From an optimization exercise on the open Yosys and OpenROAD flow, aimed at small area, a short achievable clock period and few clock cycles per item; shortcuts taken in it are not production practice. Function was not checked in any run shown here: the RTL went through the layout flow alone.

$ cat flow/config.mk
export PLATFORM = sky130hd
export DESIGN_NAME = pv_perturb_observe_mppt
export DESIGN_NICKNAME = pv_perturb_observe_mppt
export VERILOG_FILES = /design/flow/design.v
export SDC_FILE = /design/flow/constraint.sdc
export NUM_CORES = 4
export LEC_CHECK = 0
export CAP_MARGIN = 20
export CORE_MARGIN = 2
export CORE_UTILIZATION = 40
export SLEW_MARGIN = 20
$ cat flow/constraint.sdc
create_clock -name core_clock -period 11.5 [get_ports {clk}]
set_input_delay 2.3000 -clock core_clock [delete_from_list [all_inputs] [get_ports {clk}]]
set_output_delay 2.3000 -clock core_clock [all_outputs]
set_load 0.01 [all_outputs]
$ cat flow/design.v
package pvpo_pkg;
	localparam int unsigned VOLT_W  = 15;
	localparam int unsigned CNT_W   = 16;
	localparam int unsigned POWER_W = 2 * VOLT_W;
	localparam logic [VOLT_W-1:0]  SEED_NUM     = VOLT_W'(218);
	localparam logic [POWER_W-1:0] MIN_POWER_UP = POWER_W'(120000);
	localparam logic [VOLT_W-1:0] RST_LOW_LIMIT   = '0;
	localparam logic [CNT_W-1:0]  RST_INTERVAL    = CNT_W'(25);
	localparam logic [VOLT_W-1:0] RST_STEP        = VOLT_W'(10);
	localparam logic [VOLT_W-1:0] RST_CURRENT_MIN = '0;
	localparam logic [CNT_W-1:0]  RST_FILTER      = CNT_W'(250);
endpackage
import pvpo_pkg::*;
module pvpo_core (
	input  logic [VOLT_W-1:0]  low_limit,
	input  logic [VOLT_W-1:0]  step,
	input  logic [CNT_W-1:0]   filter,
	input  logic [VOLT_W-1:0]  ref_q,
	input  logic [CNT_W-1:0]   stall_q,
	input  logic               do_seed,      
	input  logic               do_pause,     
	input  logic               do_eval,      
	input  logic               do_disturb,   
	input  logic               pge,          
	input  logic               up_trend,     
	input  logic               chg_low,      
	input  logic [VOLT_W-1:0]  load,         
	input  logic [CNT_W-1:0]   volt_step,    
	output logic               ref_we,
	output logic [VOLT_W-1:0]  ref_d,
	output logic               stall_we,
	output logic [CNT_W-1:0]   stall_d,
	output logic               forced
);
	logic              at_low;
	logic              go_up;
	logic [CNT_W-1:0]  up_sum;
	logic [CNT_W:0]    dn_diff;
	logic [CNT_W:0]    up_low_sum;
	logic [CNT_W+1:0]  dn_low_sum;
	logic              up_below;
	logic              dn_below;
	logic              sel_low, sel_max, sel_up, sel_dn, sel_load;
	logic              stall;
	logic [CNT_W-1:0]  stall_inc;
	logic              trip_inc;
	logic              trip_zero;
	assign at_low  = (ref_q <= low_limit);
	assign go_up   = at_low ? pge : up_trend;
	assign up_sum  = CNT_W'(ref_q) + CNT_W'(step);
	assign dn_diff = (CNT_W+1)'(ref_q) - (CNT_W+1)'(step);
	assign up_low_sum = (CNT_W+1)'(ref_q) + (CNT_W+1)'(step) + {1'b0, 1'b1, ~low_limit} + (CNT_W+1)'(1);
	assign up_below   = !up_low_sum[CNT_W];
	assign dn_low_sum = (CNT_W+2)'(ref_q) + {2'b00, 1'b1, ~step} + {2'b00, 1'b1, ~low_limit} + (CNT_W+2)'(2);
	assign dn_below   = !dn_low_sum[CNT_W+1];
	assign sel_low  = do_eval && ((at_low && !pge) || (go_up ? up_below : dn_below));
	assign sel_max  = do_eval && !(at_low && !pge) && go_up && !up_below && up_sum[CNT_W-1];
	assign sel_up   = do_eval && !(at_low && !pge) && go_up && !up_below && !up_sum[CNT_W-1];
	assign sel_dn   = do_eval && !(at_low && !pge) && !go_up && !dn_below;
	assign sel_load = !do_eval;
	assign ref_d = ({VOLT_W{sel_low}}  & low_limit)
	             | ({VOLT_W{sel_max}})
	             | ({VOLT_W{sel_up}}   & up_sum[VOLT_W-1:0])
	             | ({VOLT_W{sel_dn}}   & dn_diff[VOLT_W-1:0])
	             | ({VOLT_W{sel_load}} & load);
	assign stall     = (CNT_W'(ref_q) > volt_step) && chg_low;
	assign stall_inc = stall_q + CNT_W'(1);
	assign trip_inc  = (stall_inc >= filter);
	assign trip_zero = (filter == '0);
	assign forced    = do_disturb && (stall ? trip_inc : trip_zero);
	assign stall_we  = do_disturb;
	assign stall_d   = (forced || !stall) ? '0 : stall_inc;
	assign ref_we = do_seed || do_pause || do_eval || forced;
endmodule
module pvpo_mul_tree (
	input  logic [14:0] a,
	input  logic [14:0] b,
	output logic [29:0] row_a,
	output logic [29:0] row_b
);
	logic [14:0] pp [15];
	logic t1, t2, t3, t4, t5, t6, t7, t8, t9, t10, t11, t12, t13, t14, t15, t16, t17, t18, t19, t20, t21, t22, t23, t24, t25, t26, t27, t28, t29, t30, t31, t32, t33, t34, t35, t36, t37, t38, t39, t40, t41, t42, t43, t44, t45, t46, t47, t48, t49, t50, t51, t52, t53, t54, t55, t56, t57, t58, t59, t60, t61, t62, t63, t64, t65, t66, t67, t68, t69, t70, t71, t72, t73, t74, t75, t76, t77, t78, t79, t80, t81, t82, t83, t84, t85, t86, t87, t88, t89, t90, t91, t92, t93, t94, t95, t96, t97, t98, t99, t100, t101, t102, t103, t104, t105, t106, t107, t108, t109, t110, t111, t112, t113, t114, t115, t116, t117, t118, t119, t120, t121, t122, t123, t124, t125, t126, t127, t128, t129, t130, t131, t132, t133, t134, t135, t136, t137, t138, t139, t140, t141, t142, t143, t144, t145, t146, t147, t148, t149, t150, t151, t152, t153, t154, t155, t156, t157, t158, t159, t160, t161, t162, t163, t164, t165, t166, t167, t168, t169, t170, t171, t172, t173, t174, t175, t176, t177, t178, t179, t180, t181, t182, t183, t184, t185, t186, t187, t188, t189, t190, t191, t192, t193, t194, t195, t196, t197, t198, t199, t200, t201, t202, t203, t204, t205, t206, t207, t208, t209, t210, t211, t212, t213, t214, t215, t216, t217, t218, t219, t220, t221, t222, t223, t224, t225, t226, t227, t228, t229, t230, t231, t232, t233, t234, t235, t236, t237, t238, t239, t240, t241, t242, t243, t244, t245, t246, t247, t248, t249, t250, t251, t252, t253, t254, t255, t256, t257, t258, t259, t260, t261, t262, t263, t264, t265, t266, t267, t268, t269, t270, t271, t272, t273, t274, t275, t276, t277, t278, t279, t280, t281, t282, t283, t284, t285, t286, t287, t288, t289, t290, t291, t292, t293, t294, t295, t296, t297, t298, t299, t300, t301, t302, t303, t304, t305, t306, t307, t308, t309, t310, t311, t312, t313, t314, t315, t316, t317, t318, t319, t320, t321, t322, t323, t324, t325, t326, t327, t328, t329, t330, t331, t332, t333, t334, t335, t336, t337, t338, t339, t340, t341, t342, t343, t344, t345, t346, t347, t348, t349, t350, t351, t352, t353, t354, t355, t356, t357, t358, t359, t360, t361, t362, t363, t364;
	always_comb for (int i = 0; i < 15; i++) pp[i] = b & {15{a[i]}};
	assign t1 = pp[0][13] ^ pp[1][12];
	assign t2 = pp[0][13] & pp[1][12];
	assign t3 = pp[0][14] ^ pp[1][13] ^ pp[2][12];
	assign t4 = (pp[0][14] & pp[1][13]) | (pp[0][14] & pp[2][12]) | (pp[1][13] & pp[2][12]);
	assign t5 = pp[3][11] ^ pp[4][10];
	assign t6 = pp[3][11] & pp[4][10];
	assign t7 = pp[1][14] ^ pp[2][13] ^ pp[3][12];
	assign t8 = (pp[1][14] & pp[2][13]) | (pp[1][14] & pp[3][12]) | (pp[2][13] & pp[3][12]);
	assign t9 = pp[4][11] ^ pp[5][10];
	assign t10 = pp[4][11] & pp[5][10];
	assign t11 = pp[2][14] ^ pp[3][13] ^ pp[4][12];
	assign t12 = (pp[2][14] & pp[3][13]) | (pp[2][14] & pp[4][12]) | (pp[3][13] & pp[4][12]);
	assign t13 = pp[0][9] ^ pp[1][8];
	assign t14 = pp[0][9] & pp[1][8];
	assign t15 = pp[0][10] ^ pp[1][9] ^ pp[2][8];
	assign t16 = (pp[0][10] & pp[1][9]) | (pp[0][10] & pp[2][8]) | (pp[1][9] & pp[2][8]);
	assign t17 = pp[3][7] ^ pp[4][6];
	assign t18 = pp[3][7] & pp[4][6];
	assign t19 = pp[0][11] ^ pp[1][10] ^ pp[2][9];
	assign t20 = (pp[0][11] & pp[1][10]) | (pp[0][11] & pp[2][9]) | (pp[1][10] & pp[2][9]);
	assign t21 = pp[3][8] ^ pp[4][7] ^ pp[5][6];
	assign t22 = (pp[3][8] & pp[4][7]) | (pp[3][8] & pp[5][6]) | (pp[4][7] & pp[5][6]);
	assign t23 = pp[6][5] ^ pp[7][4];
	assign t24 = pp[6][5] & pp[7][4];
	assign t25 = pp[0][12] ^ pp[1][11] ^ pp[2][10];
	assign t26 = (pp[0][12] & pp[1][11]) | (pp[0][12] & pp[2][10]) | (pp[1][11] & pp[2][10]);
	assign t27 = pp[3][9] ^ pp[4][8] ^ pp[5][7];
	assign t28 = (pp[3][9] & pp[4][8]) | (pp[3][9] & pp[5][7]) | (pp[4][8] & pp[5][7]);
	assign t29 = pp[6][6] ^ pp[7][5] ^ pp[8][4];
	assign t30 = (pp[6][6] & pp[7][5]) | (pp[6][6] & pp[8][4]) | (pp[7][5] & pp[8][4]);
	assign t31 = pp[9][3] ^ pp[10][2];
	assign t32 = pp[9][3] & pp[10][2];
	assign t33 = pp[2][11] ^ pp[3][10] ^ pp[4][9];
	assign t34 = (pp[2][11] & pp[3][10]) | (pp[2][11] & pp[4][9]) | (pp[3][10] & pp[4][9]);
	assign t35 = pp[5][8] ^ pp[6][7] ^ pp[7][6];
	assign t36 = (pp[5][8] & pp[6][7]) | (pp[5][8] & pp[7][6]) | (pp[6][7] & pp[7][6]);
	assign t37 = pp[8][5] ^ pp[9][4] ^ pp[10][3];
	assign t38 = (pp[8][5] & pp[9][4]) | (pp[8][5] & pp[10][3]) | (pp[9][4] & pp[10][3]);
	assign t39 = pp[11][2] ^ pp[12][1] ^ pp[13][0];
	assign t40 = (pp[11][2] & pp[12][1]) | (pp[11][2] & pp[13][0]) | (pp[12][1] & pp[13][0]);
	assign t41 = pp[5][9] ^ pp[6][8] ^ pp[7][7];
	assign t42 = (pp[5][9] & pp[6][8]) | (pp[5][9] & pp[7][7]) | (pp[6][8] & pp[7][7]);
	assign t43 = pp[8][6] ^ pp[9][5] ^ pp[10][4];
	assign t44 = (pp[8][6] & pp[9][5]) | (pp[8][6] & pp[10][4]) | (pp[9][5] & pp[10][4]);
	assign t45 = pp[11][3] ^ pp[12][2] ^ pp[13][1];
	assign t46 = (pp[11][3] & pp[12][2]) | (pp[11][3] & pp[13][1]) | (pp[12][2] & pp[13][1]);
	assign t47 = pp[14][0] ^ t2 ^ t3;
	assign t48 = (pp[14][0] & t2) | (pp[14][0] & t3) | (t2 & t3);
	assign t49 = pp[6][9] ^ pp[7][8] ^ pp[8][7];
	assign t50 = (pp[6][9] & pp[7][8]) | (pp[6][9] & pp[8][7]) | (pp[7][8] & pp[8][7]);
	assign t51 = pp[9][6] ^ pp[10][5] ^ pp[11][4];
	assign t52 = (pp[9][6] & pp[10][5]) | (pp[9][6] & pp[11][4]) | (pp[10][5] & pp[11][4]);
	assign t53 = pp[12][3] ^ pp[13][2] ^ pp[14][1];
	assign t54 = (pp[12][3] & pp[13][2]) | (pp[12][3] & pp[14][1]) | (pp[13][2] & pp[14][1]);
	assign t55 = t4 ^ t6 ^ t7;
	assign t56 = (t4 & t6) | (t4 & t7) | (t6 & t7);
	assign t57 = pp[5][11] ^ pp[6][10] ^ pp[7][9];
	assign t58 = (pp[5][11] & pp[6][10]) | (pp[5][11] & pp[7][9]) | (pp[6][10] & pp[7][9]);
	assign t59 = pp[8][8] ^ pp[9][7] ^ pp[10][6];
	assign t60 = (pp[8][8] & pp[9][7]) | (pp[8][8] & pp[10][6]) | (pp[9][7] & pp[10][6]);
	assign t61 = pp[11][5] ^ pp[12][4] ^ pp[13][3];
	assign t62 = (pp[11][5] & pp[12][4]) | (pp[11][5] & pp[13][3]) | (pp[12][4] & pp[13][3]);
	assign t63 = pp[14][2] ^ t8 ^ t10;
	assign t64 = (pp[14][2] & t8) | (pp[14][2] & t10) | (t8 & t10);
	assign t65 = pp[3][14] ^ pp[4][13] ^ pp[5][12];
	assign t66 = (pp[3][14] & pp[4][13]) | (pp[3][14] & pp[5][12]) | (pp[4][13] & pp[5][12]);
	assign t67 = pp[6][11] ^ pp[7][10] ^ pp[8][9];
	assign t68 = (pp[6][11] & pp[7][10]) | (pp[6][11] & pp[8][9]) | (pp[7][10] & pp[8][9]);
	assign t69 = pp[9][8] ^ pp[10][7] ^ pp[11][6];
	assign t70 = (pp[9][8] & pp[10][7]) | (pp[9][8] & pp[11][6]) | (pp[10][7] & pp[11][6]);
	assign t71 = pp[12][5] ^ pp[13][4] ^ pp[14][3];
	assign t72 = (pp[12][5] & pp[13][4]) | (pp[12][5] & pp[14][3]) | (pp[13][4] & pp[14][3]);
	assign t73 = pp[4][14] ^ pp[5][13] ^ pp[6][12];
	assign t74 = (pp[4][14] & pp[5][13]) | (pp[4][14] & pp[6][12]) | (pp[5][13] & pp[6][12]);
	assign t75 = pp[7][11] ^ pp[8][10] ^ pp[9][9];
	assign t76 = (pp[7][11] & pp[8][10]) | (pp[7][11] & pp[9][9]) | (pp[8][10] & pp[9][9]);
	assign t77 = pp[10][8] ^ pp[11][7] ^ pp[12][6];
	assign t78 = (pp[10][8] & pp[11][7]) | (pp[10][8] & pp[12][6]) | (pp[11][7] & pp[12][6]);
	assign t79 = pp[5][14] ^ pp[6][13] ^ pp[7][12];
	assign t80 = (pp[5][14] & pp[6][13]) | (pp[5][14] & pp[7][12]) | (pp[6][13] & pp[7][12]);
	assign t81 = pp[8][11] ^ pp[9][10] ^ pp[10][9];
	assign t82 = (pp[8][11] & pp[9][10]) | (pp[8][11] & pp[10][9]) | (pp[9][10] & pp[10][9]);
	assign t83 = pp[6][14] ^ pp[7][13] ^ pp[8][12];
	assign t84 = (pp[6][14] & pp[7][13]) | (pp[6][14] & pp[8][12]) | (pp[7][13] & pp[8][12]);
	assign t85 = pp[0][6] ^ pp[1][5];
	assign t86 = pp[0][6] & pp[1][5];
	assign t87 = pp[0][7] ^ pp[1][6] ^ pp[2][5];
	assign t88 = (pp[0][7] & pp[1][6]) | (pp[0][7] & pp[2][5]) | (pp[1][6] & pp[2][5]);
	assign t89 = pp[3][4] ^ pp[4][3];
	assign t90 = pp[3][4] & pp[4][3];
	assign t91 = pp[0][8] ^ pp[1][7] ^ pp[2][6];
	assign t92 = (pp[0][8] & pp[1][7]) | (pp[0][8] & pp[2][6]) | (pp[1][7] & pp[2][6]);
	assign t93 = pp[3][5] ^ pp[4][4] ^ pp[5][3];
	assign t94 = (pp[3][5] & pp[4][4]) | (pp[3][5] & pp[5][3]) | (pp[4][4] & pp[5][3]);
	assign t95 = pp[6][2] ^ pp[7][1];
	assign t96 = pp[6][2] & pp[7][1];
	assign t97 = pp[2][7] ^ pp[3][6] ^ pp[4][5];
	assign t98 = (pp[2][7] & pp[3][6]) | (pp[2][7] & pp[4][5]) | (pp[3][6] & pp[4][5]);
	assign t99 = pp[5][4] ^ pp[6][3] ^ pp[7][2];
	assign t100 = (pp[5][4] & pp[6][3]) | (pp[5][4] & pp[7][2]) | (pp[6][3] & pp[7][2]);
	assign t101 = pp[8][1] ^ pp[9][0] ^ t13;
	assign t102 = (pp[8][1] & pp[9][0]) | (pp[8][1] & t13) | (pp[9][0] & t13);
	assign t103 = pp[5][5] ^ pp[6][4] ^ pp[7][3];
	assign t104 = (pp[5][5] & pp[6][4]) | (pp[5][5] & pp[7][3]) | (pp[6][4] & pp[7][3]);
	assign t105 = pp[8][2] ^ pp[9][1] ^ pp[10][0];
	assign t106 = (pp[8][2] & pp[9][1]) | (pp[8][2] & pp[10][0]) | (pp[9][1] & pp[10][0]);
	assign t107 = t14 ^ t15 ^ t17;
	assign t108 = (t14 & t15) | (t14 & t17) | (t15 & t17);
	assign t109 = pp[8][3] ^ pp[9][2] ^ pp[10][1];
	assign t110 = (pp[8][3] & pp[9][2]) | (pp[8][3] & pp[10][1]) | (pp[9][2] & pp[10][1]);
	assign t111 = pp[11][0] ^ t16 ^ t18;
	assign t112 = (pp[11][0] & t16) | (pp[11][0] & t18) | (t16 & t18);
	assign t113 = t19 ^ t21 ^ t23;
	assign t114 = (t19 & t21) | (t19 & t23) | (t21 & t23);
	assign t115 = pp[11][1] ^ pp[12][0] ^ t20;
	assign t116 = (pp[11][1] & pp[12][0]) | (pp[11][1] & t20) | (pp[12][0] & t20);
	assign t117 = t22 ^ t24 ^ t25;
	assign t118 = (t22 & t24) | (t22 & t25) | (t24 & t25);
	assign t119 = t27 ^ t29 ^ t31;
	assign t120 = (t27 & t29) | (t27 & t31) | (t29 & t31);
	assign t121 = t1 ^ t26 ^ t28;
	assign t122 = (t1 & t26) | (t1 & t28) | (t26 & t28);
	assign t123 = t30 ^ t32 ^ t33;
	assign t124 = (t30 & t32) | (t30 & t33) | (t32 & t33);
	assign t125 = t35 ^ t37 ^ t39;
	assign t126 = (t35 & t37) | (t35 & t39) | (t37 & t39);
	assign t127 = t5 ^ t34 ^ t36;
	assign t128 = (t5 & t34) | (t5 & t36) | (t34 & t36);
	assign t129 = t38 ^ t40 ^ t41;
	assign t130 = (t38 & t40) | (t38 & t41) | (t40 & t41);
	assign t131 = t43 ^ t45 ^ t47;
	assign t132 = (t43 & t45) | (t43 & t47) | (t45 & t47);
	assign t133 = t9 ^ t42 ^ t44;
	assign t134 = (t9 & t42) | (t9 & t44) | (t42 & t44);
	assign t135 = t46 ^ t48 ^ t49;
	assign t136 = (t46 & t48) | (t46 & t49) | (t48 & t49);
	assign t137 = t51 ^ t53 ^ t55;
	assign t138 = (t51 & t53) | (t51 & t55) | (t53 & t55);
	assign t139 = t11 ^ t50 ^ t52;
	assign t140 = (t11 & t50) | (t11 & t52) | (t50 & t52);
	assign t141 = t54 ^ t56 ^ t57;
	assign t142 = (t54 & t56) | (t54 & t57) | (t56 & t57);
	assign t143 = t59 ^ t61 ^ t63;
	assign t144 = (t59 & t61) | (t59 & t63) | (t61 & t63);
	assign t145 = t12 ^ t58 ^ t60;
	assign t146 = (t12 & t58) | (t12 & t60) | (t58 & t60);
	assign t147 = t62 ^ t64 ^ t65;
	assign t148 = (t62 & t64) | (t62 & t65) | (t64 & t65);
	assign t149 = t67 ^ t69 ^ t71;
	assign t150 = (t67 & t69) | (t67 & t71) | (t69 & t71);
	assign t151 = pp[13][5] ^ pp[14][4] ^ t66;
	assign t152 = (pp[13][5] & pp[14][4]) | (pp[13][5] & t66) | (pp[14][4] & t66);
	assign t153 = t68 ^ t70 ^ t72;
	assign t154 = (t68 & t70) | (t68 & t72) | (t70 & t72);
	assign t155 = t73 ^ t75 ^ t77;
	assign t156 = (t73 & t75) | (t73 & t77) | (t75 & t77);
	assign t157 = pp[11][8] ^ pp[12][7] ^ pp[13][6];
	assign t158 = (pp[11][8] & pp[12][7]) | (pp[11][8] & pp[13][6]) | (pp[12][7] & pp[13][6]);
	assign t159 = pp[14][5] ^ t74 ^ t76;
	assign t160 = (pp[14][5] & t74) | (pp[14][5] & t76) | (t74 & t76);
	assign t161 = t78 ^ t79 ^ t81;
	assign t162 = (t78 & t79) | (t78 & t81) | (t79 & t81);
	assign t163 = pp[9][11] ^ pp[10][10] ^ pp[11][9];
	assign t164 = (pp[9][11] & pp[10][10]) | (pp[9][11] & pp[11][9]) | (pp[10][10] & pp[11][9]);
	assign t165 = pp[12][8] ^ pp[13][7] ^ pp[14][6];
	assign t166 = (pp[12][8] & pp[13][7]) | (pp[12][8] & pp[14][6]) | (pp[13][7] & pp[14][6]);
	assign t167 = t80 ^ t82 ^ t83;
	assign t168 = (t80 & t82) | (t80 & t83) | (t82 & t83);
	assign t169 = pp[7][14] ^ pp[8][13] ^ pp[9][12];
	assign t170 = (pp[7][14] & pp[8][13]) | (pp[7][14] & pp[9][12]) | (pp[8][13] & pp[9][12]);
	assign t171 = pp[10][11] ^ pp[11][10] ^ pp[12][9];
	assign t172 = (pp[10][11] & pp[11][10]) | (pp[10][11] & pp[12][9]) | (pp[11][10] & pp[12][9]);
	assign t173 = pp[13][8] ^ pp[14][7] ^ t84;
	assign t174 = (pp[13][8] & pp[14][7]) | (pp[13][8] & t84) | (pp[14][7] & t84);
	assign t175 = pp[8][14] ^ pp[9][13] ^ pp[10][12];
	assign t176 = (pp[8][14] & pp[9][13]) | (pp[8][14] & pp[10][12]) | (pp[9][13] & pp[10][12]);
	assign t177 = pp[11][11] ^ pp[12][10] ^ pp[13][9];
	assign t178 = (pp[11][11] & pp[12][10]) | (pp[11][11] & pp[13][9]) | (pp[12][10] & pp[13][9]);
	assign t179 = pp[9][14] ^ pp[10][13] ^ pp[11][12];
	assign t180 = (pp[9][14] & pp[10][13]) | (pp[9][14] & pp[11][12]) | (pp[10][13] & pp[11][12]);
	assign t181 = pp[0][4] ^ pp[1][3];
	assign t182 = pp[0][4] & pp[1][3];
	assign t183 = pp[0][5] ^ pp[1][4] ^ pp[2][3];
	assign t184 = (pp[0][5] & pp[1][4]) | (pp[0][5] & pp[2][3]) | (pp[1][4] & pp[2][3]);
	assign t185 = pp[3][2] ^ pp[4][1];
	assign t186 = pp[3][2] & pp[4][1];
	assign t187 = pp[2][4] ^ pp[3][3] ^ pp[4][2];
	assign t188 = (pp[2][4] & pp[3][3]) | (pp[2][4] & pp[4][2]) | (pp[3][3] & pp[4][2]);
	assign t189 = pp[5][1] ^ pp[6][0] ^ t85;
	assign t190 = (pp[5][1] & pp[6][0]) | (pp[5][1] & t85) | (pp[6][0] & t85);
	assign t191 = pp[5][2] ^ pp[6][1] ^ pp[7][0];
	assign t192 = (pp[5][2] & pp[6][1]) | (pp[5][2] & pp[7][0]) | (pp[6][1] & pp[7][0]);
	assign t193 = t86 ^ t87 ^ t89;
	assign t194 = (t86 & t87) | (t86 & t89) | (t87 & t89);
	assign t195 = pp[8][0] ^ t88 ^ t90;
	assign t196 = (pp[8][0] & t88) | (pp[8][0] & t90) | (t88 & t90);
	assign t197 = t91 ^ t93 ^ t95;
	assign t198 = (t91 & t93) | (t91 & t95) | (t93 & t95);
	assign t199 = t92 ^ t94 ^ t96;
	assign t200 = (t92 & t94) | (t92 & t96) | (t94 & t96);
	assign t201 = t97 ^ t99 ^ t101;
	assign t202 = (t97 & t99) | (t97 & t101) | (t99 & t101);
	assign t203 = t98 ^ t100 ^ t102;
	assign t204 = (t98 & t100) | (t98 & t102) | (t100 & t102);
	assign t205 = t103 ^ t105 ^ t107;
	assign t206 = (t103 & t105) | (t103 & t107) | (t105 & t107);
	assign t207 = t104 ^ t106 ^ t108;
	assign t208 = (t104 & t106) | (t104 & t108) | (t106 & t108);
	assign t209 = t109 ^ t111 ^ t113;
	assign t210 = (t109 & t111) | (t109 & t113) | (t111 & t113);
	assign t211 = t110 ^ t112 ^ t114;
	assign t212 = (t110 & t112) | (t110 & t114) | (t112 & t114);
	assign t213 = t115 ^ t117 ^ t119;
	assign t214 = (t115 & t117) | (t115 & t119) | (t117 & t119);
	assign t215 = t116 ^ t118 ^ t120;
	assign t216 = (t116 & t118) | (t116 & t120) | (t118 & t120);
	assign t217 = t121 ^ t123 ^ t125;
	assign t218 = (t121 & t123) | (t121 & t125) | (t123 & t125);
	assign t219 = t122 ^ t124 ^ t126;
	assign t220 = (t122 & t124) | (t122 & t126) | (t124 & t126);
	assign t221 = t127 ^ t129 ^ t131;
	assign t222 = (t127 & t129) | (t127 & t131) | (t129 & t131);
	assign t223 = t128 ^ t130 ^ t132;
	assign t224 = (t128 & t130) | (t128 & t132) | (t130 & t132);
	assign t225 = t133 ^ t135 ^ t137;
	assign t226 = (t133 & t135) | (t133 & t137) | (t135 & t137);
	assign t227 = t134 ^ t136 ^ t138;
	assign t228 = (t134 & t136) | (t134 & t138) | (t136 & t138);
	assign t229 = t139 ^ t141 ^ t143;
	assign t230 = (t139 & t141) | (t139 & t143) | (t141 & t143);
	assign t231 = t140 ^ t142 ^ t144;
	assign t232 = (t140 & t142) | (t140 & t144) | (t142 & t144);
	assign t233 = t145 ^ t147 ^ t149;
	assign t234 = (t145 & t147) | (t145 & t149) | (t147 & t149);
	assign t235 = t146 ^ t148 ^ t150;
	assign t236 = (t146 & t148) | (t146 & t150) | (t148 & t150);
	assign t237 = t151 ^ t153 ^ t155;
	assign t238 = (t151 & t153) | (t151 & t155) | (t153 & t155);
	assign t239 = t152 ^ t154 ^ t156;
	assign t240 = (t152 & t154) | (t152 & t156) | (t154 & t156);
	assign t241 = t157 ^ t159 ^ t161;
	assign t242 = (t157 & t159) | (t157 & t161) | (t159 & t161);
	assign t243 = t158 ^ t160 ^ t162;
	assign t244 = (t158 & t160) | (t158 & t162) | (t160 & t162);
	assign t245 = t163 ^ t165 ^ t167;
	assign t246 = (t163 & t165) | (t163 & t167) | (t165 & t167);
	assign t247 = t164 ^ t166 ^ t168;
	assign t248 = (t164 & t166) | (t164 & t168) | (t166 & t168);
	assign t249 = t169 ^ t171 ^ t173;
	assign t250 = (t169 & t171) | (t169 & t173) | (t171 & t173);
	assign t251 = pp[14][8] ^ t170 ^ t172;
	assign t252 = (pp[14][8] & t170) | (pp[14][8] & t172) | (t170 & t172);
	assign t253 = t174 ^ t175 ^ t177;
	assign t254 = (t174 & t175) | (t174 & t177) | (t175 & t177);
	assign t255 = pp[12][11] ^ pp[13][10] ^ pp[14][9];
	assign t256 = (pp[12][11] & pp[13][10]) | (pp[12][11] & pp[14][9]) | (pp[13][10] & pp[14][9]);
	assign t257 = t176 ^ t178 ^ t179;
	assign t258 = (t176 & t178) | (t176 & t179) | (t178 & t179);
	assign t259 = pp[10][14] ^ pp[11][13] ^ pp[12][12];
	assign t260 = (pp[10][14] & pp[11][13]) | (pp[10][14] & pp[12][12]) | (pp[11][13] & pp[12][12]);
	assign t261 = pp[13][11] ^ pp[14][10] ^ t180;
	assign t262 = (pp[13][11] & pp[14][10]) | (pp[13][11] & t180) | (pp[14][10] & t180);
	assign t263 = pp[11][14] ^ pp[12][13] ^ pp[13][12];
	assign t264 = (pp[11][14] & pp[12][13]) | (pp[11][14] & pp[13][12]) | (pp[12][13] & pp[13][12]);
	assign t265 = pp[0][3] ^ pp[1][2];
	assign t266 = pp[0][3] & pp[1][2];
	assign t267 = pp[2][2] ^ pp[3][1] ^ pp[4][0];
	assign t268 = (pp[2][2] & pp[3][1]) | (pp[2][2] & pp[4][0]) | (pp[3][1] & pp[4][0]);
	assign t269 = pp[5][0] ^ t182 ^ t183;
	assign t270 = (pp[5][0] & t182) | (pp[5][0] & t183) | (t182 & t183);
	assign t271 = t184 ^ t186 ^ t187;
	assign t272 = (t184 & t186) | (t184 & t187) | (t186 & t187);
	assign t273 = t188 ^ t190 ^ t191;
	assign t274 = (t188 & t190) | (t188 & t191) | (t190 & t191);
	assign t275 = t192 ^ t194 ^ t195;
	assign t276 = (t192 & t194) | (t192 & t195) | (t194 & t195);
	assign t277 = t196 ^ t198 ^ t199;
	assign t278 = (t196 & t198) | (t196 & t199) | (t198 & t199);
	assign t279 = t200 ^ t202 ^ t203;
	assign t280 = (t200 & t202) | (t200 & t203) | (t202 & t203);
	assign t281 = t204 ^ t206 ^ t207;
	assign t282 = (t204 & t206) | (t204 & t207) | (t206 & t207);
	assign t283 = t208 ^ t210 ^ t211;
	assign t284 = (t208 & t210) | (t208 & t211) | (t210 & t211);
	assign t285 = t212 ^ t214 ^ t215;
	assign t286 = (t212 & t214) | (t212 & t215) | (t214 & t215);
	assign t287 = t216 ^ t218 ^ t219;
	assign t288 = (t216 & t218) | (t216 & t219) | (t218 & t219);
	assign t289 = t220 ^ t222 ^ t223;
	assign t290 = (t220 & t222) | (t220 & t223) | (t222 & t223);
	assign t291 = t224 ^ t226 ^ t227;
	assign t292 = (t224 & t226) | (t224 & t227) | (t226 & t227);
	assign t293 = t228 ^ t230 ^ t231;
	assign t294 = (t228 & t230) | (t228 & t231) | (t230 & t231);
	assign t295 = t232 ^ t234 ^ t235;
	assign t296 = (t232 & t234) | (t232 & t235) | (t234 & t235);
	assign t297 = t236 ^ t238 ^ t239;
	assign t298 = (t236 & t238) | (t236 & t239) | (t238 & t239);
	assign t299 = t240 ^ t242 ^ t243;
	assign t300 = (t240 & t242) | (t240 & t243) | (t242 & t243);
	assign t301 = t244 ^ t246 ^ t247;
	assign t302 = (t244 & t246) | (t244 & t247) | (t246 & t247);
	assign t303 = t248 ^ t250 ^ t251;
	assign t304 = (t248 & t250) | (t248 & t251) | (t250 & t251);
	assign t305 = t252 ^ t254 ^ t255;
	assign t306 = (t252 & t254) | (t252 & t255) | (t254 & t255);
	assign t307 = t256 ^ t258 ^ t259;
	assign t308 = (t256 & t258) | (t256 & t259) | (t258 & t259);
	assign t309 = pp[14][11] ^ t260 ^ t262;
	assign t310 = (pp[14][11] & t260) | (pp[14][11] & t262) | (t260 & t262);
	assign t311 = pp[12][14] ^ pp[13][13] ^ pp[14][12];
	assign t312 = (pp[12][14] & pp[13][13]) | (pp[12][14] & pp[14][12]) | (pp[13][13] & pp[14][12]);
	assign t313 = pp[0][2] ^ pp[1][1];
	assign t314 = pp[0][2] & pp[1][1];
	assign t315 = pp[2][1] ^ pp[3][0] ^ t265;
	assign t316 = (pp[2][1] & pp[3][0]) | (pp[2][1] & t265) | (pp[3][0] & t265);
	assign t317 = t181 ^ t266 ^ t267;
	assign t318 = (t181 & t266) | (t181 & t267) | (t266 & t267);
	assign t319 = t185 ^ t268 ^ t269;
	assign t320 = (t185 & t268) | (t185 & t269) | (t268 & t269);
	assign t321 = t189 ^ t270 ^ t271;
	assign t322 = (t189 & t270) | (t189 & t271) | (t270 & t271);
	assign t323 = t193 ^ t272 ^ t273;
	assign t324 = (t193 & t272) | (t193 & t273) | (t272 & t273);
	assign t325 = t197 ^ t274 ^ t275;
	assign t326 = (t197 & t274) | (t197 & t275) | (t274 & t275);
	assign t327 = t201 ^ t276 ^ t277;
	assign t328 = (t201 & t276) | (t201 & t277) | (t276 & t277);
	assign t329 = t205 ^ t278 ^ t279;
	assign t330 = (t205 & t278) | (t205 & t279) | (t278 & t279);
	assign t331 = t209 ^ t280 ^ t281;
	assign t332 = (t209 & t280) | (t209 & t281) | (t280 & t281);
	assign t333 = t213 ^ t282 ^ t283;
	assign t334 = (t213 & t282) | (t213 & t283) | (t282 & t283);
	assign t335 = t217 ^ t284 ^ t285;
	assign t336 = (t217 & t284) | (t217 & t285) | (t284 & t285);
	assign t337 = t221 ^ t286 ^ t287;
	assign t338 = (t221 & t286) | (t221 & t287) | (t286 & t287);
	assign t339 = t225 ^ t288 ^ t289;
	assign t340 = (t225 & t288) | (t225 & t289) | (t288 & t289);
	assign t341 = t229 ^ t290 ^ t291;
	assign t342 = (t229 & t290) | (t229 & t291) | (t290 & t291);
	assign t343 = t233 ^ t292 ^ t293;
	assign t344 = (t233 & t292) | (t233 & t293) | (t292 & t293);
	assign t345 = t237 ^ t294 ^ t295;
	assign t346 = (t237 & t294) | (t237 & t295) | (t294 & t295);
	assign t347 = t241 ^ t296 ^ t297;
	assign t348 = (t241 & t296) | (t241 & t297) | (t296 & t297);
	assign t349 = t245 ^ t298 ^ t299;
	assign t350 = (t245 & t298) | (t245 & t299) | (t298 & t299);
	assign t351 = t249 ^ t300 ^ t301;
	assign t352 = (t249 & t300) | (t249 & t301) | (t300 & t301);
	assign t353 = t253 ^ t302 ^ t303;
	assign t354 = (t253 & t302) | (t253 & t303) | (t302 & t303);
	assign t355 = t257 ^ t304 ^ t305;
	assign t356 = (t257 & t304) | (t257 & t305) | (t304 & t305);
	assign t357 = t261 ^ t306 ^ t307;
	assign t358 = (t261 & t306) | (t261 & t307) | (t306 & t307);
	assign t359 = t263 ^ t308 ^ t309;
	assign t360 = (t263 & t308) | (t263 & t309) | (t308 & t309);
	assign t361 = t264 ^ t310 ^ t311;
	assign t362 = (t264 & t310) | (t264 & t311) | (t310 & t311);
	assign t363 = pp[13][14] ^ pp[14][13] ^ t312;
	assign t364 = (pp[13][14] & pp[14][13]) | (pp[13][14] & t312) | (pp[14][13] & t312);
	assign row_a = {1'b0, pp[14][14], t362, t360, t358, t356, t354, t352, t350, t348, t346, t344, t342, t340, t338, t336, t334, t332, t330, t328, t326, t324, t322, t320, t318, t316, t314, pp[2][0], pp[0][1], pp[0][0]};
	assign row_b = {1'b0, t364, t363, t361, t359, t357, t355, t353, t351, t349, t347, t345, t343, t341, t339, t337, t335, t333, t331, t329, t327, t325, t323, t321, t319, t317, t315, t313, pp[1][0], 1'b0};
endmodule
import pvpo_pkg::*;
module pv_perturb_observe_mppt (
	input  logic        clk,
	input  logic        arst_n,
	input  logic        sample_valid,
	output logic        sample_ready,
	input  logic [1:0]  sample_action,
	input  logic [14:0] sample_pv_voltage,
	input  logic [14:0] sample_pv_current,
	input  logic [14:0] sample_charge_current,
	input  logic        sample_pause,
	output logic        result_valid,
	input  logic        result_ready,
	output logic [14:0] result_voltage_ref,
	output logic        result_evaluated,
	output logic        result_forced_pulldown,
	input  logic        cfg_valid,
	output logic        cfg_ready,
	input  logic [2:0]  cfg_index,
	input  logic [15:0] cfg_data
);
	logic [VOLT_W-1:0] low_limit;
	logic [CNT_W-1:0]  interval;
	logic [VOLT_W-1:0] step;
	logic [VOLT_W-1:0] cur_min;
	logic [CNT_W-1:0]  filter;
	assign cfg_ready = 1'b1;
	always_ff @(posedge clk or negedge arst_n) begin
		if (!arst_n) begin
			low_limit <= RST_LOW_LIMIT;
			interval  <= RST_INTERVAL;
			step      <= RST_STEP;
			cur_min   <= RST_CURRENT_MIN;
			filter    <= RST_FILTER;
		end else if (cfg_valid) begin
			case (cfg_index)
				3'd0: low_limit <= cfg_data[VOLT_W-1:0];
				3'd1: interval  <= cfg_data[CNT_W-1:0];
				3'd2: step      <= cfg_data[VOLT_W-1:0];
				3'd3: cur_min   <= cfg_data[VOLT_W-1:0];
				3'd4: filter    <= cfg_data[CNT_W-1:0];
				default: begin
				end
			endcase
		end
	end
	logic              hv_q;    
	logic              en_q;    
	assign sample_ready = en_q;
	logic              s1_valid;
	logic [1:0]        s1_act;
	logic              s1_pause;
	logic              s1_chg;
	logic [VOLT_W-1:0] s1_v;
	logic [VOLT_W-1:0] s1_b;
	always_ff @(posedge clk or negedge arst_n) begin
		if (!arst_n)
			s1_valid <= 1'b0;
		else if (en_q)
			s1_valid <= sample_valid;
	end
	always_ff @(posedge clk) begin
		if (en_q) begin
			s1_act   <= sample_action;
			s1_pause <= sample_pause;
			s1_chg   <= (sample_charge_current < cur_min);
			s1_v     <= sample_pv_voltage;
			s1_b     <= sample_action[0] ? sample_pv_current : SEED_NUM;
		end
	end
	logic [POWER_W-1:0] row_a;
	logic [POWER_W-1:0] row_b;
	logic [CNT_W-1:0]   tick_q;
	logic [CNT_W-1:0]   tick_inc;
	logic               s1_tick;
	logic               s1_eval;
	pvpo_mul_tree u_mul (
		.a     (s1_v),
		.b     (s1_b),
		.row_a (row_a),
		.row_b (row_b)
	);
	assign s1_tick  = (s1_act == 2'd1);
	assign tick_inc = tick_q + CNT_W'(1);
	assign s1_eval  = s1_tick && !s1_pause && (tick_inc >= interval);
	always_ff @(posedge clk or negedge arst_n) begin
		if (!arst_n)
			tick_q <= '0;
		else if (en_q && s1_valid && s1_tick)
			tick_q <= (s1_pause || s1_eval) ? '0 : tick_inc;
	end
	logic                s2_valid;
	logic                s2_init;
	logic                s2_pause;
	logic                s2_eval;
	logic                s2_dist;
	logic                s2_chg;
	logic [VOLT_W-1:0]   s2_v;
	logic [POWER_W-1:0]  s2_ra;
	logic [POWER_W-1:0]  s2_rb;
	always_ff @(posedge clk or negedge arst_n) begin
		if (!arst_n)
			s2_valid <= 1'b0;
		else if (en_q)
			s2_valid <= s1_valid;
	end
	always_ff @(posedge clk) begin
		if (en_q) begin
			s2_init  <= (s1_act == 2'd0);
			s2_pause <= s1_tick && s1_pause;
			s2_eval  <= s1_eval;
			s2_dist  <= (s1_act == 2'd2);
			s2_chg   <= s1_chg;
			s2_v     <= s1_v;
			s2_ra    <= row_a;
			s2_rb    <= row_b;
		end
	end
	logic [CNT_W-1:0]   prev_v_q;
	logic [POWER_W-1:0] prev_p_q;
	logic               prev_p_zero_q;
	logic               go2;
	logic [POWER_W-1:0] power;
	logic [POWER_W:0]   fall_sum;
	logic [POWER_W:0]   seed_sum;
	logic [VOLT_W-1:0]  seed_raw;
	logic [VOLT_W-1:0]  seed;
	logic [CNT_W-1:0]   volt_step;
	logic               pfell;
	logic               v_gt;
	logic               v_eq;
	assign go2   = en_q && s2_valid;
	assign power = s2_ra + s2_rb;
	assign fall_sum = {1'b0, s2_ra} + {1'b0, s2_rb} + {1'b0, ~prev_p_q} + (POWER_W+1)'(1);
	assign pfell    = !prev_p_zero_q && !fall_sum[POWER_W];
	assign seed_sum  = {1'b0, s2_ra} + {1'b0, s2_rb} + {1'b0, ~{7'd0, low_limit, 8'd0}} + (POWER_W+1)'(1);
	assign seed_raw  = power[VOLT_W+7:8];
	assign seed      = seed_sum[POWER_W] ? seed_raw : low_limit;
	assign volt_step = CNT_W'(s2_v) + CNT_W'(step);
	assign v_gt      = (CNT_W'(s2_v) > prev_v_q);
	assign v_eq      = (CNT_W'(s2_v) == prev_v_q);
	always_ff @(posedge clk or negedge arst_n) begin
		if (!arst_n) begin
			prev_v_q      <= '0;
			prev_p_zero_q <= 1'b1;
		end else if (go2) begin
			if (s2_init)
				prev_v_q <= CNT_W'(seed);
			else if (s2_pause)
				prev_v_q <= volt_step;
			else if (s2_eval)
				prev_v_q <= CNT_W'(s2_v);
			if (s2_init || s2_pause)
				prev_p_zero_q <= 1'b1;
			else if (s2_eval)
				prev_p_zero_q <= 1'b0;
		end
	end
	always_ff @(posedge clk) begin
		if (go2 && s2_eval)
			prev_p_q <= power;
	end
	logic                s3_valid;
	logic                s3_init;
	logic                s3_pause;
	logic                s3_eval;
	logic                s3_dist;
	logic                s3_chg;
	logic                s3_pge;
	logic                s3_up;
	logic [VOLT_W-1:0]   s3_load;    
	logic [CNT_W-1:0]    s3_vstep;   
	always_ff @(posedge clk or negedge arst_n) begin
		if (!arst_n)
			s3_valid <= 1'b0;
		else if (en_q)
			s3_valid <= s2_valid;
	end
	always_ff @(posedge clk) begin
		if (en_q) begin
			s3_init  <= s2_init;
			s3_pause <= s2_pause;
			s3_eval  <= s2_eval;
			s3_dist  <= s2_dist;
			s3_chg   <= s2_chg;
			s3_pge   <= (power >= MIN_POWER_UP);
			s3_up    <= pfell ? !(v_gt || v_eq) : v_gt;
			s3_load  <= s2_pause ? s2_v : seed;
			s3_vstep <= volt_step;
		end
	end
	logic [VOLT_W-1:0]  ref_q;
	logic [CNT_W-1:0]   stall_q;
	logic               go;
	logic               ref_we;
	logic [VOLT_W-1:0]  ref_d;
	logic               stall_we;
	logic [CNT_W-1:0]   stall_d;
	logic               forced;
	assign go = en_q && s3_valid;
	pvpo_core u_core (
		.low_limit  (low_limit),
		.step       (step),
		.filter     (filter),
		.ref_q      (ref_q),
		.stall_q    (stall_q),
		.do_seed    (s3_init),
		.do_pause   (s3_pause),
		.do_eval    (s3_eval),
		.do_disturb (s3_dist),
		.pge        (s3_pge),
		.up_trend   (s3_up),
		.chg_low    (s3_chg),
		.load       (s3_load),
		.volt_step  (s3_vstep),
		.ref_we     (ref_we),
		.ref_d      (ref_d),
		.stall_we   (stall_we),
		.stall_d    (stall_d),
		.forced     (forced)
	);
	always_ff @(posedge clk or negedge arst_n) begin
		if (!arst_n) begin
			ref_q   <= '0;
			stall_q <= '0;
		end else if (go) begin
			if (ref_we)
				ref_q <= ref_d;
			if (stall_we)
				stall_q <= stall_d;
		end
	end
	logic [VOLT_W+1:0] res_new;
	logic [VOLT_W+1:0] head_q;
	logic [VOLT_W+1:0] skid_q;
	logic              take;
	assign res_new = {(ref_we ? ref_d : ref_q), s3_eval, forced};
	assign take    = hv_q && result_ready;
	always_ff @(posedge clk or negedge arst_n) begin
		if (!arst_n) begin
			hv_q <= 1'b0;
			en_q <= 1'b1;
		end else begin
			if (!hv_q)
				hv_q <= go;
			else if (take && en_q)
				hv_q <= go;
			en_q <= en_q ? !(hv_q && !take && go) : take;
		end
	end
	always_ff @(posedge clk) begin
		if (!en_q) begin
			if (take)
				head_q <= skid_q;
		end else if (go && (!hv_q || take)) begin
			head_q <= res_new;
		end
		if (en_q && go && hv_q && !take)
			skid_q <= res_new;
	end
	assign result_valid           = hv_q;
	assign result_voltage_ref     = head_q[VOLT_W+1:2];
	assign result_evaluated       = head_q[1];
	assign result_forced_pulldown = head_q[0];
endmodule
$ cat flow/flow/run.sh
#!/bin/bash
# Standard ORFS layout, with the timing repair steps aiming for extra setup slack.
# The clock period and all constraints stay the design's; only the repair target changes.
set -euo pipefail
MARGIN=$(cat flow/margin.txt)
bash standard.sh SETUP_SLACK_MARGIN=$MARGIN finish > flow_standard.log 2>&1
$ cat flow/flow/margin.txt
7
$ cat flow/standard.sh
#!/bin/bash
# synth_recipe.tcl (not shown) runs the flow's synth.tcl, then flattens the netlist and writes it again
# the make line also repeats each setting of config.mk as NAME=value (left out here)
make -C /OpenROAD-flow-scripts/flow DESIGN_CONFIG=/design/flow/config.mk WORK_HOME=/design/flow/orfs CLKGATE_MAP_FILE= SYNTH_SCRIPT=/design/flow/synth_recipe.tcl "${@:-finish}"
==> flow_summary.rst, run 1 <==
.. list-table::
   :header-rows: 1

   * - Metric
     - Value
   * - Hold_ws
     - 0.4314 ns
   * - Clock net sink count
     - 359
   * - Combined buffer and inverter count along the critical path
     - 3
   * - Vias per inst
     - 5.582
   * - Unrepaired setup endpoints after global routing
     - yes
   * - Chip width
     - 272.6 um
   * - Maximum number of pins on one net before global-route repair
     - 79
   * - Met2 Resource Use GR
     - 0.3993
   * - Num CTS Buffers
     - 44
   * - Top flip-flop cell by instance count after synthesis
     - sky130_fd_sc_hd__edfxtp_1
   * - Total half-perimeter wirelength after legalization and detailed placement
     - 62930 um
   * - Number of global-route vias before repair
     - 23130
   * - Worst slew margin relative to its limit
     - 0.2630
   * - Cell taking the most area after synthesis
     - sky130_fd_sc_hd__edfxtp_1
   * - Clock Pin Slew Worst Setup and Hold Paths
     - 0.06 ns
   * - Number of antenna diodes
     - 0
   * - Aggregate global routing overflow
     - 0
   * - Setup_tns
     - 0 ns
   * - CP max FO
     - 7
   * - Post-synth top area share
     - 0.2216
   * - Post-Syn Nets
     - 3413
   * - Req. time, crit path
     - 11.85 ns
   * - Result of the run
     - no timing/DRC/antenna violations
   * - Count of TritonRoute iterations in the first routing pass
     - 8
   * - Root Driver
     - sky130_fd_sc_hd__clkbuf_16
   * - Synthesis warning total
     - 3
   * - Achievable clock frequency
     - 204.2 MHz
   * - Routed wirelength normalized by instance count
     - 21.45 um
   * - Top cells by count, synth
     - sky130_fd_sc_hd__inv_1 (359), sky130_fd_sc_hd__ha_1 (267), sky130_fd_sc_hd__nand2_1 (220)
   * - Area Overhead vs Synth
     - 19.80%
   * - Minimum clock period
     - 4.898 ns
   * - Final count of hold timing violations
     - 0
   * - Cells on worst reg2reg path
     - 23
   * - Filler cell count
     - 6515
   * - Maximum single-stage delay on the critical path
     - 0.39 ns
   * - Clock insertion delay at the later pin of the skew report
     - 0.61 ns
   * - Gp weighted congestion
     - 0.9422
   * - Class of the most critical setup path
     - flip-flop to flip-flop
   * - Transition time at the pin with the least slew margin
     - 1.103 ns
   * - Startpoint kind of the worst setup timing path
     - flip-flop
   * - Placement row count
     - 98
   * - Die Footprint
     - 74320 um2
   * - Cell family with most CP delay
     - compound AO/OA/AOI/OAI gates
   * - Core footprint
     - 71490 um2
   * - Sequential cell area fraction in the yosys report
     - 0.3487
   * - Clock skew after layout
     - 0.02293 ns
   * - Overall Global Routing Usage
     - 0.2282
   * - Library cells used by synthesis
     - 101
   * - Placed cell areas
     - 30630 um2
   * - # port buffers
     - 90
   * - Count of nets after finishing
     - 3567
   * - Type of the most critical hold path
     - flip-flop to flip-flop
   * - Number of standard cells after synthesis
     - 2901
   * - Area occupied by multi-input gates
     - 18260 um2
   * - Slowest cell on crit path
     - sky130_fd_sc_hd__dfrtp_1
   * - Final period util
     - 0.4259
   * - Met1 usage in global routing
     - 0.2895
   * - First-iteration detailed-routing DRC count
     - 1624
   * - Hold path startpoint
     - s1_chg$_DFFE_PP_
   * - Number of enable-type register cells in the synthesized netlist
     - 213
   * - Kind of end point of the critical path
     - flip-flop
   * - Crit path DAT
     - 5.25 ns
   * - Clock tree from TritonCTS
     - yes
   * - Die height
     - 272.6 um
   * - Peak-usage layer in the global routing report
     - met2
   * - Storage cell area
     - 10080 um2
   * - Number of placed cells counting well taps
     - 3840
   * - Htree depth
     - 2
   * - Critical path, cell by cell
     - inv_2 -> ha_4 -> nand2_4 -> o211ai_1 -> a21oi_2 -> a21boi_2 -> o21ai_2 -> a21oi_1 -> o21bai_1 -> xnor2_1 -> ha_1 -> ha_4 -> a21o_1 -> a21o_1 -> a21o_1 -> a41o_1 -> o311a_4 -> buf_12 -> a21oi_4 -> buf_6 -> a31o_4 -> o31a_1 -> mux2_4
   * - Flip-flop and latch count after synthesis
     - 359
   * - Most frequent cell on the critical path
     - sky130_fd_sc_hd__a21o_1
   * - Worst Hold End
     - s2_chg$_DFFE_PP_
   * - Routed Antenna Nets
     - 0
   * - Post-route cell area
     - 34580 um2
   * - First-pass GRT wire length
     - 132600 um
   * - Count of non-filler cells in the finished layout
     - 4041
   * - Endpoint of the most critical register-to-register path
     - head_q[12]$_DFFE_PP_
   * - R2R setup slack
     - 6.60 ns
   * - Vias after detailed routing
     - 22560
   * - GRT met3 Usage
     - 0.02935
   * - Count of hold buffers inserted by post-cts repair
     - 0
   * - Fraction of registers with async set/reset
     - 0.4067
   * - Total wire length after detailed routing
     - 86700 um
   * - Biggest area contributors in the synthesized netlist
     - sky130_fd_sc_hd__edfxtp_1 (22%), sky130_fd_sc_hd__fa_1 (12%), sky130_fd_sc_hd__ha_1 (12%), sky130_fd_sc_hd__dfrtp_1 (12%), sky130_fd_sc_hd__inv_1 (4.7%)
   * - Clk buf depth
     - 3
   * - Antenna violations before repair
     - 1
   * - Synthesized area divided by synthesized cell count
     - 9.950 um2
   * - Count leader, synth
     - sky130_fd_sc_hd__inv_1
   * - Instance count along the most critical hold path
     - 0
   * - Post-detailed-route DRC marker count
     - 0
   * - Max_cap viols
     - 0
   * - Fraction of final layout cells sized beyond drive strength 1
     - 0.1653
   * - I/O pin cnt
     - 92
   * - Netlist area before placement
     - 28860 um2
   * - Initial Utilization
     - 0.4038
   * - Final Max Tran Viols
     - 0
   * - Reg2reg start
     - step[7]$_DFFE_PN0P_
   * - Setup violation total in the final timing report
     - 0
## routing by layer
layer | vias to the layer above | part of all wire
met3 | 185 | 0.051
li1 | 10390 | -
met1 | 11300 | 0.42
met2 | 682 | 0.49
met4 | 0 | 0.037
met5 | - | 0
## cell usage in the layout, fill, tap and decap left out, types with 26 or more instances in the layout
master,synthesis,routed
sky130_fd_sc_hd__and3_1,40,37
sky130_fd_sc_hd__mux2_2,41,30
sky130_fd_sc_hd__nor3_1,48,40
sky130_fd_sc_hd__fa_1,173,170
sky130_fd_sc_hd__ha_1,267,249
sky130_fd_sc_hd__o21ai_0,151,140
sky130_fd_sc_hd__a21oi_2,3,27
sky130_fd_sc_hd__a21o_1,59,58
sky130_fd_sc_hd__xnor2_1,63,57
sky130_fd_sc_hd__nand2_1,220,215
sky130_fd_sc_hd__nor2b_1,26,26
sky130_fd_sc_hd__xor2_1,31,27
sky130_fd_sc_hd__and2_1,206,204
sky130_fd_sc_hd__clkdlybuf4s50_1,0,89
sky130_fd_sc_hd__edfxtp_1,213,213
sky130_fd_sc_hd__nand3_1,55,48
sky130_fd_sc_hd__a21oi_1,128,97
sky130_fd_sc_hd__inv_1,359,347
sky130_fd_sc_hd__clkbuf_16,0,50
sky130_fd_sc_hd__nor2_1,134,131
sky130_fd_sc_hd__dfrtp_1,133,124
sky130_fd_sc_hd__buf_4,1,106
## metrics by stage
step | util | worst slack, ns
detailed placement | 0.4284 | 5.900
global placement | 0.4284 | 5.963
CTS | 0.4666 | 6.657
floorplan | - | 6.949
finish | 0.4837 | 6.602
global route | 0.4837 | 6.368
## layout make-up
type,instances,share of cell area
clock buffer,57,0.03647
clock inverter,25,0.005789
inverter,363,0.03966
multi-input combinational,2059,0.5281
sequential,359,0.2915
tap,950,0.03437
timing repair buffer,228,0.06408
## kinds of logic (layout without fill, tap and decap cells)
kind of cell	count (synthesis)	in the layout	synth area share
mux	57	57	0.02206
simple gates	869	869	0.1587
fa+ha+maj	440	440	0.2357
flops	359	359	0.3487
other cells	1	1	0.0001299
buf+inv	483	673	0.06619
xor+xnor	94	94	0.02852
compound gates	598	598	0.1399
## repair_timing
action | in CTS | in global routing
resized for setup | 147 | 133
endpoints found under the setup margin | 77 | 85
cloned | 1 | 7
setup buffers | 52 | 59
pin swaps | 76 | 95
## state kept, by name, summed over array words and instances (netlist names), 16 cells and up
name	count
prev_v_q	16
filter	16
s2_rb	28
s2_ra	29
tick_q	16
s3_vstep	16
interval	16
prev_p_q	30
skid_q	17
head_q	17
stall_q	16
## worst max path at each step
| stage | startpoint | to | slack (ns) | depth (start not counted) |
|---|---|---|---|---|
| 2_1_floorplan | step[0]$_DFFE_PN0P_ | head_q[13]$_DFFE_PP_ | 6.95 | 24 |
| 3_3_place_gp | ref_q[4]$_DFFE_PN0P_ | head_q[13]$_DFFE_PP_ | 5.96 | 21 |
| 4_1_cts | step[0]$_DFFE_PN0P_ | head_q[6]$_DFFE_PP_ | 6.66 | 23 |
| 5_1_grt | step[5]$_DFFE_PN0P_ | head_q[12]$_DFFE_PP_ | 6.37 | 23 |
| 6_report | step[7]$_DFFE_PN0P_ | head_q[12]$_DFFE_PP_ | 6.60 | 23 |
| 3_5_place_dp | ref_q[1]$_DFFE_PN0P_ | head_q[13]$_DFFE_PP_ | 5.90 | 22 |
==> run 2, diff against run 1 <==
--- a/flow/design.v
+++ b/flow/design.v
@@ -16,3 +16,5 @@
 	input  logic [VOLT_W-1:0]  step,
-	input  logic [CNT_W-1:0]   filter,
+	input  logic [CNT_W:0]     low_minus_step,   
+	input  logic [CNT_W-1:0]   low_plus_step,    
+	input  logic [CNT_W:0]     filter_minus_1,   
 	input  logic [VOLT_W-1:0]  ref_q,
@@ -35,26 +37,25 @@
 	logic              at_low;
+	logic              hold_low;
 	logic              go_up;
 	logic [CNT_W-1:0]  up_sum;
-	logic [CNT_W:0]    dn_diff;
-	logic [CNT_W:0]    up_low_sum;
-	logic [CNT_W+1:0]  dn_low_sum;
-	logic              up_below;
-	logic              dn_below;
+	logic [VOLT_W-1:0] dn_diff;
+	logic              up_below;    
+	logic              up_over;     
+	logic              dn_below;    
 	logic              sel_low, sel_max, sel_up, sel_dn, sel_load;
 	logic              stall;
-	logic [CNT_W-1:0]  stall_inc;
 	logic              trip_inc;
 	logic              trip_zero;
-	assign at_low  = (ref_q <= low_limit);
-	assign go_up   = at_low ? pge : up_trend;
-	assign up_sum  = CNT_W'(ref_q) + CNT_W'(step);
-	assign dn_diff = (CNT_W+1)'(ref_q) - (CNT_W+1)'(step);
-	assign up_low_sum = (CNT_W+1)'(ref_q) + (CNT_W+1)'(step) + {1'b0, 1'b1, ~low_limit} + (CNT_W+1)'(1);
-	assign up_below   = !up_low_sum[CNT_W];
-	assign dn_low_sum = (CNT_W+2)'(ref_q) + {2'b00, 1'b1, ~step} + {2'b00, 1'b1, ~low_limit} + (CNT_W+2)'(2);
-	assign dn_below   = !dn_low_sum[CNT_W+1];
-	assign sel_low  = do_eval && ((at_low && !pge) || (go_up ? up_below : dn_below));
-	assign sel_max  = do_eval && !(at_low && !pge) && go_up && !up_below && up_sum[CNT_W-1];
-	assign sel_up   = do_eval && !(at_low && !pge) && go_up && !up_below && !up_sum[CNT_W-1];
-	assign sel_dn   = do_eval && !(at_low && !pge) && !go_up && !dn_below;
+	assign at_low   = (ref_q <= low_limit);
+	assign hold_low = at_low && !pge;
+	assign go_up    = at_low ? pge : up_trend;
+	assign up_sum   = CNT_W'(ref_q) + CNT_W'(step);
+	assign dn_diff  = ref_q - step;
+	assign up_below = ($signed({2'b00, ref_q}) < $signed(low_minus_step));
+	assign up_over  = (ref_q > ~step);
+	assign dn_below = ({1'b0, ref_q} < low_plus_step);
+	assign sel_low  = do_eval && (hold_low || (go_up ? up_below : dn_below));
+	assign sel_max  = do_eval && !hold_low && go_up && !up_below && up_over;
+	assign sel_up   = do_eval && !hold_low && go_up && !up_below && !up_over;
+	assign sel_dn   = do_eval && !hold_low && !go_up && !dn_below;
 	assign sel_load = !do_eval;
@@ -63,11 +64,10 @@
 	             | ({VOLT_W{sel_up}}   & up_sum[VOLT_W-1:0])
-	             | ({VOLT_W{sel_dn}}   & dn_diff[VOLT_W-1:0])
+	             | ({VOLT_W{sel_dn}}   & dn_diff)
 	             | ({VOLT_W{sel_load}} & load);
 	assign stall     = (CNT_W'(ref_q) > volt_step) && chg_low;
-	assign stall_inc = stall_q + CNT_W'(1);
-	assign trip_inc  = (stall_inc >= filter);
-	assign trip_zero = (filter == '0);
+	assign trip_inc  = ($signed({1'b0, stall_q}) >= $signed(filter_minus_1));
+	assign trip_zero = filter_minus_1[CNT_W];
 	assign forced    = do_disturb && (stall ? trip_inc : trip_zero);
 	assign stall_we  = do_disturb;
-	assign stall_d   = (forced || !stall) ? '0 : stall_inc;
+	assign stall_d   = (forced || !stall) ? '0 : (stall_q + CNT_W'(1));
 	assign ref_we = do_seed || do_pause || do_eval || forced;
@@ -477,2 +477,10 @@
 	assign cfg_ready = 1'b1;
+	logic [CNT_W:0]    low_minus_step;
+	logic [CNT_W-1:0]  low_plus_step;
+	logic [CNT_W:0]    filter_minus_1;
+	always_ff @(posedge clk) begin
+		low_minus_step <= {2'b00, low_limit} - {2'b00, step};
+		low_plus_step  <= {1'b0, low_limit} + {1'b0, step};
+		filter_minus_1 <= {1'b0, filter} - (CNT_W+1)'(1);
+	end
 	always_ff @(posedge clk or negedge arst_n) begin
@@ -653,3 +661,5 @@
 		.step       (step),
-		.filter     (filter),
+		.low_minus_step (low_minus_step),
+		.low_plus_step  (low_plus_step),
+		.filter_minus_1 (filter_minus_1),
 		.ref_q      (ref_q),
==> flow/flow/run.sh (replaced) <==
#!/bin/bash
# Standard ORFS layout (the standard.sh), with extra make settings read from
# flow/knobs.txt: the timing repair aims for extra setup slack and the port buffers use a
# plain buffer cell. The clock period and all constraints stay the design's.
set -euo pipefail
mapfile -t KNOBS < <(grep -v '^#' flow/knobs.txt | grep .)
bash standard.sh "${KNOBS[@]}" finish > flow_standard.log 2>&1
==> flow/flow/knobs.txt (new file) <==
SETUP_SLACK_MARGIN=7
BUFFER_PORTS_ARGS=-buffer_cell sky130_fd_sc_hd__buf_2
removed: flow/flow/margin.txt
==> run 2 against run 1 <==
  * Still clean on timing, DRC and antenna
  * Sequential share of layout area up 4.3 points
  * Hold slack worse by 0.010 ns
  * Non-clock buffer count down 99
  * Critical path type unchanged
  * Highest routed layer unchanged
==> flow_summary.rst, run 2 <==
.. list-table::
   :header-rows: 1

   * - Metric
     - Value
   * - Placement row count
     - 99
   * - Top cells by count, synth
     - sky130_fd_sc_hd__inv_1 (404), sky130_fd_sc_hd__ha_1 (277), sky130_fd_sc_hd__edfxtp_1 (213)
   * - Count of non-filler cells in the finished layout
     - 3982
   * - Clock insertion delay at the later pin of the skew report
     - 0.60 ns
   * - Number of placed cells counting well taps
     - 3871
   * - Cell taking the most area after synthesis
     - sky130_fd_sc_hd__edfxtp_1
   * - Vias per inst
     - 5.409
   * - Overall Global Routing Usage
     - 0.2089
   * - First-pass GRT wire length
     - 124000 um
   * - Setup violation total in the final timing report
     - 0
   * - Worst slew margin relative to its limit
     - 0.2489
   * - Vias after detailed routing
     - 21540
   * - Count leader, synth
     - sky130_fd_sc_hd__inv_1
   * - Minimum clock period
     - 5.766 ns
   * - Gp weighted congestion
     - 1.008
   * - Fraction of registers with async set/reset
     - 0.3587
   * - Leading registers by flop count
     - prev_p_q: 30 flops, s2_ra: 29 flops, s2_rb: 28 flops
   * - Number of global-route vias before repair
     - 22380
   * - Clock Pin Slew Worst Setup and Hold Paths
     - 0.06 ns
   * - Flip-flop count of the largest register after layout
     - 30
   * - Aggregate global routing overflow
     - 0
   * - Combined buffer and inverter count along the critical path
     - 1
   * - Clock tree from TritonCTS
     - yes
   * - Flip-flop and latch count after synthesis
     - 407
   * - Cell family with most CP delay
     - compound AO/OA/AOI/OAI gates
   * - Die Footprint
     - 76040 um2
   * - Top flip-flop cell by instance count after synthesis
     - sky130_fd_sc_hd__edfxtp_1
   * - Crit path DAT
     - 6.10 ns
   * - Sequential cell area fraction in the yosys report
     - 0.3733
   * - Clock skew after layout
     - 0.02398 ns
   * - Req. time, crit path
     - 11.84 ns
   * - Post-synth top area share
     - 0.2165
   * - Transition time at the pin with the least slew margin
     - 1.122 ns
   * - Library cells used by synthesis
     - 83
   * - Result of the run
     - no timing/DRC/antenna violations
   * - Slowest cell on crit path
     - sky130_fd_sc_hd__a2111oi_4
   * - Placed cell areas
     - 31040 um2
   * - Post-route cell area
     - 33020 um2
   * - Final Max Tran Viols
     - 0
   * - Netlist area before placement
     - 29540 um2
   * - Count of nets after finishing
     - 3508
   * - Startpoint kind of the worst setup timing path
     - flip-flop
   * - Count of TritonRoute iterations in the first routing pass
     - 25
   * - Final period util
     - 0.5014
   * - Clock net sink count
     - 407
   * - Synthesis warning total
     - 3
   * - Routed Antenna Nets
     - 0
   * - Root Driver
     - sky130_fd_sc_hd__clkbuf_16
   * - Commonest non-fill, non-tap cell in the layout
     - sky130_fd_sc_hd__inv_1
   * - Number of standard cells after synthesis
     - 2894
   * - Count of hold buffers inserted by post-cts repair
     - 0
   * - Area Overhead vs Synth
     - 11.79%
   * - Max_cap viols
     - 0
   * - Clk buf depth
     - 3
   * - Total half-perimeter wirelength after legalization and detailed placement
     - 59030 um
   * - Achievable clock frequency
     - 173.4 MHz
   * - CP max FO
     - 6
   * - Initial Utilization
     - 0.4042
   * - Total wire length after detailed routing
     - 78110 um
   * - # port buffers
     - 90
   * - Die height
     - 275.8 um
   * - Maximum single-stage delay on the critical path
     - 0.47 ns
   * - Setup_tns
     - 0 ns
   * - Core footprint
     - 73080 um2
   * - Biggest area contributors in the synthesized netlist
     - sky130_fd_sc_hd__edfxtp_1 (22%), sky130_fd_sc_hd__fa_1 (12%), sky130_fd_sc_hd__ha_1 (12%), sky130_fd_sc_hd__dfrtp_1 (11%), sky130_fd_sc_hd__inv_1 (5.1%)
   * - Most frequent cell on the critical path
     - sky130_fd_sc_hd__a21oi_2
   * - Number of antenna diodes
     - 0
   * - Chip width
     - 275.8 um
   * - Fraction of final layout cells sized beyond drive strength 1
     - 0.1105
   * - Routed wirelength normalized by instance count
     - 19.62 um
   * - Number of enable-type register cells in the synthesized netlist
     - 213
   * - Num CTS Buffers
     - 47
   * - Type of the most critical hold path
     - flip-flop to flip-flop
   * - Htree depth
     - 2
   * - Most frequent cells in the layout
     - sky130_fd_sc_hd__inv_1 (404), sky130_fd_sc_hd__ha_1 (274), sky130_fd_sc_hd__edfxtp_1 (213), sky130_fd_sc_hd__nand2_1 (208), sky130_fd_sc_hd__and2_1 (198)
   * - Utilization of the core after routing
     - 0.4518
   * - Unrepaired setup endpoints after global routing
     - yes
   * - Synthesized area divided by synthesized cell count
     - 10.21 um2
   * - First-iteration detailed-routing DRC count
     - 1680
   * - Post-detailed-route DRC marker count
     - 0
   * - Antenna violations before repair
     - 0
   * - Post-Syn Nets
     - 3417
   * - Class of the most critical setup path
     - flip-flop to flip-flop
   * - Critical path, cell by cell
     - ha_2 -> fa_2 -> a21o_1 -> a311o_1 -> a2111oi_4 -> o21bai_1 -> a21oi_2 -> o311ai_2 -> a21oi_2 -> xnor2_2 -> ha_1 -> and3_4 -> a221o_1 -> a21oi_2 -> o2111ai_2 -> o21ai_2 -> maj3_2 -> o311ai_4 -> a2111oi_4 -> buf_6 -> mux2_4 -> mux2_2
   * - Register with the most flip-flops
     - prev_p_q
   * - Maximum number of pins on one net before global-route repair
     - 78
   * - I/O pin cnt
     - 92
   * - Kind of end point of the critical path
     - flip-flop
   * - Final count of hold timing violations
     - 0
run 2: final timing paths:
check / slack, ns / endpoint / depth (start not counted) / startpoint
max: 5.73 / s3_load[8]$_DFFE_PP_ / 22 / s2_ra[1]$_DFFE_PP_
min: 0.42 / s3_chg$_DFFE_PP_ / 0 / s2_chg$_DFFE_PP_
max reg2reg: 5.73 / s3_load[8]$_DFFE_PP_ / 22 / s2_ra[1]$_DFFE_PP_
min reg2reg: 0.42 / s3_chg$_DFFE_PP_ / 0 / s2_chg$_DFFE_PP_
max in group asynchronous: 8.39 / interval[3]$_DFFE_PN1P_ / 3 / arst_n
min in group asynchronous: 1.77 / ref_q[3]$_DFFE_PN0P_ / 1 / arst_n
run 2: kinds of logic (layout without fill, tap and decap cells):
group                      after synthesis  after routing  synth area share
adders and majority gates              453            453            0.2359
DFF                                    407            407            0.3733
and+or+nand+nor                        761            761            0.1316
AOI/OAI and AO/OA                      578            578            0.1301
buffers and inverters                  492            621           0.06290
xor gates and xnor gates               115            115           0.03410
other                                    1              1         0.0001269
muxes                                   87             87           0.03194
run 2: cell type report:
class,count,area (um2)
fillers,6846,40060
clock buffers,62,1295
well taps,959,1200
repair buffers,129,780.7
flip-flops and latches,407,11030
inverters,405,1520
clock inverters,25,269.0
multi-input cells,1995,16930
run 2: routing by layer:
metal	part of all wire	global-route usage
met1	0.44	0.2758
met2	0.48	0.3564
met3	0.047	0.02505
met4	0.029	0.06876
met5	0	0
run 2: stage by stage:
stage	hold slack (ns)	worst slack, ns
2_1_floorplan	0.4003	5.853
3_3_place_gp	0.4040	5.243
3_5_place_dp	0.4099	5.139
4_1_cts	0.4222	5.729
5_1_grt	0.4292	5.526
6_report	0.4212	5.734
run 2: repair_timing:
item,CTS,global route
hold endpoints to repair,0,0
gates resized for setup,32,9
buffers inserted,18,4
pin swaps,28,11
endpoints found under the setup margin,31,32
gates cloned,1,0

[afterwards: timing with drivers on the ports]
The results above use ideal ports. As a check the final layouts listed here were re-extracted and re-timed, cells and wires unchanged.
Step 1 (the two cells are an assumption about what drives the block):
set clk [get_ports {clk}]
set_driving_cell -lib_cell sky130_fd_sc_hd__clkbuf_16 $clk
set_driving_cell -lib_cell sky130_fd_sc_hd__buf_2 [delete_from_list [all_inputs] $clk]
Step 2 also shifts input and output timing later by t, the mid clock arrival at the registers, as if the neighbouring blocks saw the same clock.
Three values: ideal ports, drivers, drivers and shift; two values: the first two.
| run | t, ns | slack for setup (ns) | latest minus earliest clock arrival (ns) |
|---|---|---|---|
| run 1 | 0.664 | 6.602 / 6.602 / 6.602 | 0.025 / 0.024 |
| run 2 | 0.654 | 5.734 / 5.734 / 5.734 | 0.026 / 0.026 |
After both steps setup and hold are still met in every run listed.
